What follows belongs to an exercise in optimizing a design on an open flow for small area, a short achievable clock period and few clock cycles; a production flow would make more cautious choices.
RTL that was checked went through simulation tests only; none was proved equivalent to the original.
No activity file was given, so power comes from the tool's default toggle rates.

==> job 9025 <==
==> flow/design.v (excerpt) <==
module four_channel_rate_limited_averager_top (
	input  logic                          clk,
	input  logic                          arst_n,
	input  logic                          s_tvalid,
	output logic                          s_tready,
	input  logic [fcrla_pkg::IN_W-1:0]    s_tdata,
	input  logic [1:0]                    s_tuser,
	output logic                          m_tvalid,
	input  logic                          m_tready,
	output logic [fcrla_pkg::OUT_W-1:0]   m_tdata,
	input  logic                          cfg_we,
	input  logic [fcrla_pkg::IVAL_W-1:0]  cfg_data
);
	localparam int TW = fcrla_pkg::TALLY_W;
	localparam int XW = fcrla_pkg::TRIPLE_W;
	localparam int NW = fcrla_pkg::TIME_W;
	logic [fcrla_pkg::IVAL_W-1:0] ival_q;
	logic                         cfgd_q;    
	logic                         stream_q;
	logic [NW-1:0]                last_q;
	logic [NW:0]                  end_q;     
	logic [TW-1:0]                tally_q;
	logic [XW-1:0]                triple_q;  
	logic                         pend_q;    
	logic                         busy_q;    
	logic                         valid_q;   
	logic [fcrla_pkg::CNT_W-1:0]  cnt_q;
	logic [TW-1:0]                count_q;   
	logic [XW-1:0]                count3_q;
	logic                         accept;
	logic                         start;
	logic                         smp;
	logic                         ge_last;
	logic                         lt_end;
  ...
Settings: LEC_CHECK=0, CAP_MARGIN=20, CORE_MARGIN=2, CORE_UTILIZATION=40, SLEW_MARGIN=20; clock period 5.5 ns.
run.sh (not shown) runs the stock make flow with config.mk's settings and CLKGATE_MAP_FILE= SYNTH_SCRIPT=/design/flow/synth_recipe.tcl, a recipe that flattens the netlist after the stock synthesis.
==> job 2522: changes against job 9025 <==
==> flow/design.v (replaced) <==
package fcrla_pkg;
	localparam int MAX_SAMPLES = 4096;
	localparam int SAMPLE_BITS = 16;
	localparam int LANES    = 4;
	localparam int AVG_W    = 16;
	localparam int COUNT_W  = 13;
	localparam int TIME_W   = 32;
	localparam int IVAL_W   = 16;
	localparam int TALLY_W  = $clog2(MAX_SAMPLES + 1);          
	localparam int TRIPLE_W = TALLY_W + 1;                      
	localparam int SUM_W    = SAMPLE_BITS + $clog2(MAX_SAMPLES);  
	localparam int REM_W    = SUM_W - AVG_W;                    
	localparam int STEPS    = AVG_W / 2;                        
	localparam int CNT_W    = $clog2(STEPS);
	localparam int IN_W     = 104;
	localparam int OUT_W    = 80;
	localparam logic [IVAL_W-1:0] EMIT_INTERVAL_RESET = IVAL_W'(1000);
endpackage
module fcrla_lane (
	input  logic                              clk,
	input  logic                              acc_zero,  
	input  logic                              add,
	input  logic [fcrla_pkg::SAMPLE_BITS-1:0] sample,
	input  logic                              follow,    
	input  logic                              step,
	input  logic [fcrla_pkg::TALLY_W-1:0]     d1,        
	input  logic [fcrla_pkg::TRIPLE_W-1:0]    d3,        
	output logic [fcrla_pkg::AVG_W-1:0]       avg
);
	localparam int SW = fcrla_pkg::SUM_W;
	localparam int RW = fcrla_pkg::REM_W;
	localparam int AW = fcrla_pkg::AVG_W;
	logic [SW-1:0]   acc_q;
	logic [AW:0]     lo_sum;
	logic [SW-AW-1:0] hi_inc;
	logic [SW-1:0]   acc_sum;
	logic [SW-1:0]   acc_d;
	logic [SW-1:0]   div_q;
	logic [RW+1:0]   r4;
	logic [RW+2:0]   s1, s2, s3;
	logic [RW-1:0]   rem;
	logic [1:0]      qd;
	assign lo_sum  = {1'b0, acc_q[AW-1:0]} + {1'b0, sample};
	assign hi_inc  = acc_q[SW-1:AW] + (SW-AW)'(1);
	assign acc_sum = {lo_sum[AW] ? hi_inc : acc_q[SW-1:AW], lo_sum[AW-1:0]};
	always_comb begin
		unique case ({acc_zero, add})
			2'b00: acc_d = acc_q;
			2'b01: acc_d = acc_sum;
			2'b10: acc_d = '0;
			2'b11: acc_d = SW'(sample);
		endcase
	end
	always_ff @(posedge clk) begin
		acc_q <= acc_d;
	end
	assign r4 = div_q[SW-1:AW-2];
	assign s1 = {1'b0, r4} - (RW+3)'(d1);
	assign s2 = {1'b0, r4} - (RW+3)'({d1, 1'b0});
	assign s3 = {1'b0, r4} - (RW+3)'(d3);
	always_comb begin
		if (!s3[RW+2]) begin
			qd  = 2'd3;
			rem = s3[RW-1:0];
		end else if (!s2[RW+2]) begin
			qd  = 2'd2;
			rem = s2[RW-1:0];
		end else if (!s1[RW+2]) begin
			qd  = 2'd1;
			rem = s1[RW-1:0];
		end else begin
			qd  = 2'd0;
			rem = r4[RW-1:0];
		end
	end
	always_ff @(posedge clk) begin
		div_q[SW-1:AW] <= step ? rem : acc_d[SW-1:AW];
		if (follow) begin
			div_q[AW-1:0] <= acc_d[AW-1:0];
		end else if (step) begin
			div_q[AW-1:0] <= {div_q[AW-3:0], qd};
		end
	end
	assign avg = div_q[AW-1:0];
endmodule
module four_channel_rate_limited_averager_top (
	input  logic                          clk,
	input  logic                          arst_n,
	input  logic                          s_tvalid,
	output logic                          s_tready,
	input  logic [fcrla_pkg::IN_W-1:0]    s_tdata,
	input  logic [1:0]                    s_tuser,
	output logic                          m_tvalid,
	input  logic                          m_tready,
	output logic [fcrla_pkg::OUT_W-1:0]   m_tdata,
	input  logic                          cfg_we,
	input  logic [fcrla_pkg::IVAL_W-1:0]  cfg_data
);
	localparam int TW = fcrla_pkg::TALLY_W;
	localparam int XW = fcrla_pkg::TRIPLE_W;
	localparam int HW = fcrla_pkg::TIME_W / 2;
	logic [fcrla_pkg::IVAL_W-1:0] ival_q;
	logic                         cfgd_q;    
	logic                         stream_q;
	logic [2*HW-1:0]              last_q;
	logic [HW:0]                  end_q;     
	logic [TW-1:0]                tally_q;
	logic [XW-1:0]                triple_q;  
	logic                         ready_q;
	logic                         pend_q;    
	logic                         busy_q;    
	logic                         valid_q;   
	logic [fcrla_pkg::CNT_W-1:0]  cnt_q;
	logic [TW-1:0]                count_q;   
	logic [XW-1:0]                count3_q;
	logic                         accept;
	logic                         start;
	logic                         smp;
	logic [HW-1:0]                now_lo, now_hi, last_hi1;
	logic                         borrow;
	logic                         lt_end;
	logic                         in_window;
	logic                         hi_zero;
	logic                         emit;
	logic                         div_free;
	logic                         load;
	logic                         zero;
	logic                         add;
	logic                         done;
	logic                         busy_d, valid_d, pend_d, free_d;
	logic [TW-1:0]                tally_d, tally_inc;
	logic [XW-1:0]                triple_d, triple_inc;
	logic                         cmd_smp, smp_ok;
	logic [HW:0]                  end_sum;
	logic [fcrla_pkg::AVG_W-1:0]  avg [fcrla_pkg::LANES];
	assign now_lo   = s_tdata[1 +: HW];
	assign now_hi   = s_tdata[1 + HW +: HW];
	assign div_free = !busy_q && !valid_q;
	assign load     = pend_q && div_free;
	assign s_tready = ready_q;
	assign accept   = s_tvalid && ready_q;
	assign cmd_smp  = s_tvalid && (s_tuser == 2'd0) && s_tdata[0];
	assign smp_ok   = ready_q && stream_q;
	assign start    = s_tvalid && (s_tuser == 2'd1) && ready_q;
	assign smp      = cmd_smp && smp_ok;
	assign zero     = load || start;
	assign add      = cmd_smp && smp_ok && (load || !tally_q[TW-1]);
	assign tally_inc  = tally_q + TW'(1);
	assign triple_inc = triple_q + XW'(3);
	assign tally_d    = zero ? TW'(add) : (add ? tally_inc : tally_q);
	assign triple_d   = zero ? (add ? XW'(3) : '0) : (add ? triple_inc : triple_q);
	assign last_hi1  = last_q[2*HW-1:HW] + HW'(1);
	assign borrow    = now_lo < last_q[HW-1:0];
	assign lt_end    = now_lo < end_q[HW-1:0];
	assign in_window = end_q[HW] ? (!borrow || lt_end) : (!borrow && lt_end);
	assign hi_zero   = borrow ? (now_hi == last_hi1) : (now_hi == last_q[2*HW-1:HW]);
	assign emit      = smp && hi_zero && in_window ? 1'b0 : smp;
	assign end_sum  = (cfgd_q ? {1'b0, last_q[HW-1:0]} : {1'b0, now_lo}) + (HW+1)'(ival_q);
	assign done    = busy_q && cnt_q == fcrla_pkg::CNT_W'(fcrla_pkg::STEPS - 1);
	assign busy_d  = load || (busy_q && !done);
	assign valid_d = done || (valid_q && !m_tready);
	assign free_d  = !busy_d && !valid_d;
	assign pend_d  = emit || (pend_q && !div_free);
	genvar g;
	generate
		for (g = 0; g < fcrla_pkg::LANES; g++) begin : g_lane
			fcrla_lane u_lane (
				.clk      (clk),
				.acc_zero (zero),
				.add      (add),
				.sample   (s_tdata[33 + 16*g +: fcrla_pkg::SAMPLE_BITS]),
				.follow   (free_d),
				.step     (load || busy_q),
				.d1       (count_q),
				.d3       (count3_q),
				.avg      (avg[g])
			);
		end
	endgenerate
	always_ff @(posedge clk) begin
		tally_q  <= tally_d;
		triple_q <= triple_d;
		if (free_d) begin
			count_q  <= tally_d;
			count3_q <= triple_d;
		end
		if (load) begin
			cnt_q <= fcrla_pkg::CNT_W'(1);
		end else if (busy_q) begin
			cnt_q <= cnt_q + fcrla_pkg::CNT_W'(1);
		end
	end
	always_ff @(posedge clk or negedge arst_n) begin
		if (!arst_n) begin
			ival_q <= fcrla_pkg::EMIT_INTERVAL_RESET;
			cfgd_q <= 1'b0;
		end else begin
			cfgd_q <= cfg_we;
			if (cfg_we) begin
				ival_q <= cfg_data;
			end
		end
	end
	always_ff @(posedge clk or negedge arst_n) begin
		if (!arst_n) begin
			stream_q <= 1'b0;
		end else if (accept && s_tuser == 2'd1) begin
			stream_q <= 1'b1;
		end else if (accept && s_tuser == 2'd2) begin
			stream_q <= 1'b0;
		end
	end
	always_ff @(posedge clk or negedge arst_n) begin
		if (!arst_n) begin
			last_q <= '0;
			end_q  <= (HW+1)'(fcrla_pkg::EMIT_INTERVAL_RESET);
		end else begin
			if (emit) begin
				last_q <= {now_hi, now_lo};
			end
			if (emit || cfgd_q) begin
				end_q <= end_sum;
			end
		end
	end
	always_ff @(posedge clk or negedge arst_n) begin
		if (!arst_n) begin
			ready_q <= 1'b1;
			pend_q  <= 1'b0;
			busy_q  <= 1'b0;
			valid_q <= 1'b0;
		end else begin
			ready_q <= !cfg_we && !(pend_d && !free_d);
			pend_q  <= pend_d;
			busy_q  <= busy_d;
			valid_q <= valid_d;
		end
	end
	assign m_tvalid = valid_q;
	assign m_tdata  = {3'b000, count_q, avg[3], avg[2], avg[1], avg[0]};
endmodule
==> flow/flow/run.sh (new file) <==
#!/bin/bash
# The standard layout (the standard.sh: standard synthesis, floorplan, placement, CTS,
# routing), except that the port buffers placement inserts are plain buffers
# (sky130_fd_sc_hd__buf_1) instead of the delay cell ORFS picks by default. Every input and
# output port still gets its own buffer; resizing may upsize it later.
set -euo pipefail
export BUFFER_PORTS_ARGS="-buffer_cell sky130_fd_sc_hd__buf_1"
bash standard.sh finish > standard.log 2>&1
==> flow/standard.sh (new file) <==
#!/bin/bash
# synth_recipe.tcl (not shown) runs the flow's synth.tcl, then flattens the netlist and writes it again
# the make line also repeats each setting of config.mk as NAME=value (left out here)
make -C /OpenROAD-flow-scripts/flow DESIGN_CONFIG=/design/flow/config.mk WORK_HOME=/design/flow/orfs CLKGATE_MAP_FILE= SYNTH_SCRIPT=/design/flow/synth_recipe.tcl "${@:-finish}"
==> flow/config.mk (replaced) <==
export PLATFORM = sky130hd
export DESIGN_NAME = four_channel_rate_limited_averager_top
export DESIGN_NICKNAME = four_channel_rate_limited_averager_top
export VERILOG_FILES = /design/flow/design.v
export SDC_FILE = /design/flow/constraint.sdc
export NUM_CORES = 4
export LEC_CHECK = 0
export ABC_AREA = 1
export CAP_MARGIN = 20
export CORE_MARGIN = 2
export CORE_UTILIZATION = 40
export CTS_CLUSTER_DIAMETER = 100
export CTS_CLUSTER_SIZE = 24
export SETUP_SLACK_MARGIN = 2.7
export SLEW_MARGIN = 20
export TNS_END_PERCENT = 5
removed: flow/run.sh
==> qor.csv <==
stage,metric,value,unit
finish,layout clock buffer count,28,
logic_synthesis,number of enable flip-flop cells after synthesis,91,
pwr,Int Pwr,8.64,mW
timing,worst-margin pin slew,1.05,ns
drt,met2 WL,35.8,mm
global_route,GRT Total Usage,22.5,%
timing,Max Clock Freq,322,MHz
die,Tapcells,864,
logic_synthesis,Post-synth top flop,dfxtp_1,
status,status,timing/DRC/antenna clean,
critical_path,Worst setup SP type,input pin,
clock_tree,post-CTS setup buffer count,70,
logic_synthesis,fraction of registers with async set/reset,20.2,%
logic_synthesis,Synth Cell Area,26600,um2
[end of results for job 2522]
==> qor.csv <==
stage,metric,value,unit
logic_synthesis,Synth Cell Area,30100,um2
global_route,GRT Total Usage,21.8,%
drt,met2 WL,39.3,mm
logic_synthesis,fraction of registers with async set/reset,23.4,%
pwr,Int Pwr,10.0,mW
critical_path,Worst setup SP type,flop,
finish,multi-input combinational area share,53.4,%
die,Tapcells,969,
status,status,timing/DRC/antenna clean,
timing,Max Clock Freq,200,MHz
finish,Top class by area,multi-input gates,
finish,inverters,192,
logic_synthesis,Synth cell types,107,
timing,worst-margin pin slew,1.12,ns
logic_synthesis,number of enable flip-flop cells after synthesis,224,
[end of results for job 9025]
Testbench counts of job 2522, summed over its fixed seeds: cycles 15,879.
Function not checked in job 9025: the RTL went through the layout flow alone.

[afterwards: timing with drivers on the ports]
The flow's constraints put no driver on any port. The routed layouts listed below were extracted and timed again, unchanged, in two steps. Step 1: set_driving_cell puts a clkbuf_16 on clk and a buf_2 on each other input, an assumption about the parent block. Step 2 adds t to the input delays and takes it off the output delays; t is the mean of the earliest and latest rising clock arrival at the registers after step 1. Input paths then give back, and output paths get back, about the clock's delay inside the block. Three values: ideal, step 1, step 2; two values: the first two.
| run | shift t [ns] | setup slack, ns | latest minus earliest clock arrival (ns) |
|---|---|---|---|
| job 9025 | 0.650 | 0.504 / 0.504 / 0.504 | 0.030 / 0.030 |
| job 2522 | 0.627 | 2.396 / 2.430 / 1.802 | 0.041 / 0.041 |
After both steps every run listed still meets setup and hold. For job 2522, which loses most, drivers alone change the setup slack by +0.034 ns; drivers and shift together by -0.594 ns.
